This design comes from an exercise in tuning for small area on the open sky130 flow, not from production work.
Only simulation tests tie the RTL to the original design; equivalence was not proved.

==> flow/design.v (excerpt) <==
module bm_noise_out #(
   parameter int DEPTH = 8,
   parameter int AW    = 3
) (
   input  logic          clk,
   input  logic          rst_n,
   input  logic          in_valid,
   output logic          in_ready,
   input  logic [16:0]   f,
   input  logic [15:0]   g0,
   input  logic [15:0]   g1,
   output logic          out_valid,
   input  logic          out_ready,
   output logic [15:0]   out_data,
   output logic          out_idx,
   output logic [AW:0]   fifo_level
);
export LEC_CHECK = 0
export CAP_MARGIN = 20
export CORE_MARGIN = 2
export CORE_UTILIZATION = 40
export CTS_BUF_LIST = sky130_fd_sc_hd__clkbuf_8
export CTS_CLUSTER_DIAMETER = 60
export CTS_CLUSTER_SIZE = 18
export SLEW_MARGIN = 20
export SYNTH_HIERARCHICAL = 1
export SYNTH_MINIMUM_KEEP_SIZE = 0
create_clock -name core_clock -period 8.0 [get_ports {clk}]
standard.sh (not shown) runs the stock make flow with config.mk's settings and CLKGATE_MAP_FILE= SYNTH_SCRIPT=/design/flow/synth_recipe.tcl, a recipe that flattens the netlist after the stock synthesis.
==> flow/flow/run.sh <==
#!/bin/bash
# The standard layout (the standard.sh: standard synthesis, then ORFS
# floorplan to finish) with some placement/CTS choices changed:
#  - port buffers use the smallest buffer cell (every port still gets one);
#  - clock tree synthesis adds no dummy loads (same buffers and clustering
#    as config.mk asks for);
#  - after synthesis, the resizer may not use the larger buffer cells.
set -euo pipefail
bash standard.sh synth > synth.log 2>&1
base=$(make -s -C "$FLOW_HOME" DESIGN_CONFIG="$PWD/config.mk" print-DONT_USE_CELLS 2>/dev/null | sed -n 's/^DONT_USE_CELLS *[:=] *//p')
[[ -n "$base" ]] || { echo "could not read DONT_USE_CELLS" >&2; exit 1; }
echo "platform DONT_USE_CELLS: $base" > dont_use.log
export BUFFER_PORTS_ARGS="-buffer_cell sky130_fd_sc_hd__buf_1"
export CTS_ARGS="-sink_clustering_enable -repair_clock_nets -dont_use_dummy_load -buf_list sky130_fd_sc_hd__clkbuf_8 -sink_clustering_size 18 -sink_clustering_max_diameter 60"
bash standard.sh "DONT_USE_CELLS=$base sky130_fd_sc_hd__buf_8 sky130_fd_sc_hd__buf_12 sky130_fd_sc_hd__buf_16" finish > standard.log 2>&1
Next try:
==> flow/flow/run.sh (replaced) <==
#!/bin/bash
# The standard layout (the standard.sh: standard synthesis, then ORFS
# floorplan to finish) with some placement/CTS choices changed:
#  - port buffers use the smallest buffer cell (every port still gets one);
#  - clock tree synthesis adds no dummy loads (same buffers and clustering
#    as config.mk asks for);
#  - after synthesis, the resizer may insert only the small buffers.
set -euo pipefail
bash standard.sh synth > synth.log 2>&1
export BUFFER_PORTS_ARGS="-buffer_cell sky130_fd_sc_hd__buf_1"
export CTS_ARGS="-sink_clustering_enable -repair_clock_nets -dont_use_dummy_load -buf_list sky130_fd_sc_hd__clkbuf_8 -sink_clustering_size 18 -sink_clustering_max_diameter 60"
export DONT_USE_CELLS="sky130_fd_sc_hd__buf_8 sky130_fd_sc_hd__buf_12 sky130_fd_sc_hd__buf_16"
bash standard.sh > standard.log 2>&1
- maximum frequency climbs by 0.89%
- setup slack gains 0.068 ns
- clock-buffer cell count climbs by 2
- register-to-register slack gains 0.07 ns
Next try:
==> flow/flow/run.sh (replaced) <==
#!/bin/bash
# The standard layout (the standard.sh: standard synthesis, then ORFS
# floorplan to finish) with two placement/CTS choices changed:
#  - port buffers use the smallest buffer cell (every port still gets one);
#  - clock tree synthesis adds no dummy loads (same buffers and clustering
#    as config.mk asks for).
set -euo pipefail
export BUFFER_PORTS_ARGS="-buffer_cell sky130_fd_sc_hd__buf_1"
export CTS_ARGS="-sink_clustering_enable -repair_clock_nets -dont_use_dummy_load -buf_list sky130_fd_sc_hd__clkbuf_8 -sink_clustering_size 18 -sink_clustering_max_diameter 60"
bash standard.sh > standard.log 2>&1
CORE_UTILIZATION = 65   (was 40)
Final cell count shrinks by 13%; clock-buffer cell count shrinks by 2; final area shrinks by 1.7%; worst hold slack improves by 0.013 ns; non-clock buffer count grows by 2; worst setup slack degrades by 0.098 ns; core utilization grows by 26 points.
Next try:
==> flow/flow/run.sh (replaced) <==
#!/bin/bash
# The standard layout (the standard.sh: standard synthesis, then ORFS
# floorplan to finish) with some placement/CTS choices changed:
#  - port buffers use the smallest buffer cell (every port still gets one);
#  - clock tree synthesis adds no dummy loads (same buffers and clustering
#    as config.mk asks for);
#  - after synthesis, the resizer may insert only the small buffers.
set -euo pipefail
bash standard.sh synth > synth.log 2>&1
export BUFFER_PORTS_ARGS="-buffer_cell sky130_fd_sc_hd__buf_1"
export CTS_ARGS="-sink_clustering_enable -repair_clock_nets -dont_use_dummy_load -buf_list sky130_fd_sc_hd__clkbuf_8 -sink_clustering_size 18 -sink_clustering_max_diameter 60"
export DONT_USE_CELLS="sky130_fd_sc_hd__buf_4 sky130_fd_sc_hd__buf_6 sky130_fd_sc_hd__buf_8 sky130_fd_sc_hd__buf_12 sky130_fd_sc_hd__buf_16"
bash standard.sh > standard.log 2>&1
CORE_UTILIZATION = 40   (was 65)
What happened:
- The new run went through all stages and came out clean
- clock skew is higher by 0.025 ns
- setup slack gains 0.098 ns
- hold slack loses 0.013 ns
- register-to-register slack gains 0.098 ns
- maximum frequency is higher by 1.3%
- cell count is higher by about 15%


job 7210:
bm_noise_out again, from the RTL that the note above started with.
export LEC_CHECK = 0
export CAP_MARGIN = 20
export CORE_MARGIN = 2
export CORE_UTILIZATION = 40
export CTS_BUF_LIST = sky130_fd_sc_hd__clkbuf_8
export CTS_CLUSTER_DIAMETER = 60
export CTS_CLUSTER_SIZE = 18
export SLEW_MARGIN = 20
export SYNTH_HIERARCHICAL = 1
export SYNTH_MINIMUM_KEEP_SIZE = 0
create_clock -name core_clock -period 8.0 [get_ports {clk}]
==> flow/flow/run.sh <==
#!/bin/bash
# The standard layout (the standard.sh: standard synthesis, then ORFS
# floorplan to finish) with two placement/CTS choices changed:
#  - port buffers use the smallest buffer cell (every port still gets one);
#  - clock tree synthesis adds no dummy loads (same buffers and clustering
#    as config.mk asks for).
set -euo pipefail
export BUFFER_PORTS_ARGS="-buffer_cell sky130_fd_sc_hd__buf_1"
export CTS_ARGS="-sink_clustering_enable -repair_clock_nets -dont_use_dummy_load -buf_list sky130_fd_sc_hd__clkbuf_8 -sink_clustering_size 18 -sink_clustering_max_diameter 60"
bash standard.sh > standard.log 2>&1
Edits applied to the flow inputs when going from job 7210 to job 1072:
==> flow/run.sh (new file) <==
#!/bin/bash
# synth_recipe.tcl (not shown) runs the flow's synth.tcl, then flattens the netlist and writes it again
# the make line also repeats each setting of config.mk as NAME=value (left out here)
make -C /OpenROAD-flow-scripts/flow DESIGN_CONFIG=/design/flow/config.mk WORK_HOME=/design/flow/orfs CLKGATE_MAP_FILE= SYNTH_SCRIPT=/design/flow/synth_recipe.tcl finish
removed: flow/flow/run.sh
removed: flow/standard.sh
Findings:
- Job 1072 against job 7210: utilization has increased, average wire per cell in the routed design has increased, slack of the worst reg-to-reg path has decreased.
- Fraction of area in non-clock buffers: job 1072 vs job 7210 up 1.8 points
- Between job 1072 and job 7210, sum of net half-perimeters after detailed placement is lower for job 7210, job 1072 comes in above that.
- First-iteration DRC count: job 1072 vs job 7210 up 6
- Job 7210 and job 1072 ended up with roughly the same clock slew at the register clock pins of the worst setup and hold paths.
- Changes observed in job 1072 relative to job 7210: routed wire length has increased; overall routing resource usage increased 0.50 points.
Input changes introduced in job 2384 (baseline for comparison: job 1072):
==> flow/flow/run.sh (new file) <==
#!/bin/bash
# The standard layout (the standard.sh: standard synthesis, then ORFS
# floorplan to finish) with some placement/CTS choices changed:
#  - port buffers use the smallest buffer cell (every port still gets one);
#  - clock tree synthesis adds no dummy loads (same buffers and clustering
#    as config.mk asks for);
#  - after synthesis, the resizer may not use the larger buffer cells.
set -euo pipefail
bash standard.sh synth > synth.log 2>&1
base=$(make -s -C "$FLOW_HOME" DESIGN_CONFIG="$PWD/config.mk" print-DONT_USE_CELLS 2>/dev/null | sed -n 's/^DONT_USE_CELLS *[:=] *//p')
[[ -n "$base" ]] || { echo "could not read DONT_USE_CELLS" >&2; exit 1; }
echo "platform DONT_USE_CELLS: $base" > dont_use.log
export BUFFER_PORTS_ARGS="-buffer_cell sky130_fd_sc_hd__buf_1"
export CTS_ARGS="-sink_clustering_enable -repair_clock_nets -dont_use_dummy_load -buf_list sky130_fd_sc_hd__clkbuf_8 -sink_clustering_size 18 -sink_clustering_max_diameter 60"
bash standard.sh "DONT_USE_CELLS=$base sky130_fd_sc_hd__buf_4 sky130_fd_sc_hd__buf_6 sky130_fd_sc_hd__buf_8 sky130_fd_sc_hd__buf_12 sky130_fd_sc_hd__buf_16" finish > standard.log 2>&1
==> flow/standard.sh (new file) <==
#!/bin/bash
# synth_recipe.tcl (not shown) runs the flow's synth.tcl, then flattens the netlist and writes it again
# the make line also repeats each setting of config.mk as NAME=value (left out here)
make -C /OpenROAD-flow-scripts/flow DESIGN_CONFIG=/design/flow/config.mk WORK_HOME=/design/flow/orfs CLKGATE_MAP_FILE= SYNTH_SCRIPT=/design/flow/synth_recipe.tcl "${@:-finish}"
removed: flow/run.sh
--- outcome ---
- Share of final-layout standard cells stronger than drive strength 1: job 2384 < job 1072
Relative to job 2384, the following input files were edited for job 2978:
Settings: an added GPL_TIMING_DRIVEN of 0.
==> flow/flow/run.sh <==
#!/bin/bash
# The standard layout (the standard.sh: standard synthesis, then ORFS
# floorplan to finish) with two placement/CTS choices changed:
#  - port buffers use the smallest buffer cell (every port still gets one);
#  - clock tree synthesis adds no dummy loads (same buffers and clustering
#    as config.mk asks for).
set -euo pipefail
export BUFFER_PORTS_ARGS="-buffer_cell sky130_fd_sc_hd__buf_1"
export CTS_ARGS="-sink_clustering_enable -repair_clock_nets -dont_use_dummy_load -buf_list sky130_fd_sc_hd__clkbuf_8 -sink_clustering_size 18 -sink_clustering_max_diameter 60"
bash standard.sh > standard.log 2>&1
## What came out
Job 2978 went all the way through synthesis, placement and routing and the layout is clean on timing, DRC and antenna.
Compare job 2978 and job 2384 | stage delay of the slowest cell on the critical path lower: job 2978
Final-stage net count sits higher in job 2978 than in job 2384.
Comparing job 2978 and job 2384, proportion of cell area occupied by registers is higher on job 2384.
Row post-CTS setup buffer count: job 2978 higher / job 2384 lower
Compared job 2978 vs job 2384, and layout clock buffer count is down in job 2978.

[afterwards: timing with drivers on the ports]
In the flow no input, the clock included, has a driving cell. The finished layouts below were timed again as built, in two steps.
Step 1 (the two cells are an assumption about what drives the block):
set clk [get_ports {clk}]
set_driving_cell -lib_cell sky130_fd_sc_hd__clkbuf_16 $clk
set_driving_cell -lib_cell sky130_fd_sc_hd__buf_2 [delete_from_list [all_inputs] $clk]
Step 2 also shifts input and output timing later by t, the mid clock arrival at the registers, as if the neighbouring blocks saw the same clock.
a / b / c = ideal / step 1 / step 2; a / b = the first two.
run	t, ns	setup slack, ns	worst setup path at the end	latest minus earliest clock arrival (ns)	cell pins on the clock port's net
the first run of note 1	0.655	0.307 / 0.307 / 0.307	register to register	0.060 / 0.059	1
the second run of note 1	0.648	0.375 / 0.375 / 0.375	register to register	0.095 / 0.094	1
the third run of note 1	0.660	0.278 / 0.278 / 0.278	register to register	0.074 / 0.074	1
the fourth run of note 1	0.648	0.375 / 0.375 / 0.375	register to register	0.095 / 0.094	1
job 7210	0.648	0.375 / 0.375 / 0.375	register to register	0.095 / 0.094	1
job 1072	0.685	0.339 / 0.339 / 0.339	register to register	0.041 / 0.041	1
job 2384	0.621	0.271 / 0.271 / 0.271	register to register	0.120 / 0.120	1
job 2978	0.643	0.193 / 0.193 / 0.193	register to register	0.152 / 0.152	1
After both steps every run listed still meets setup and hold.
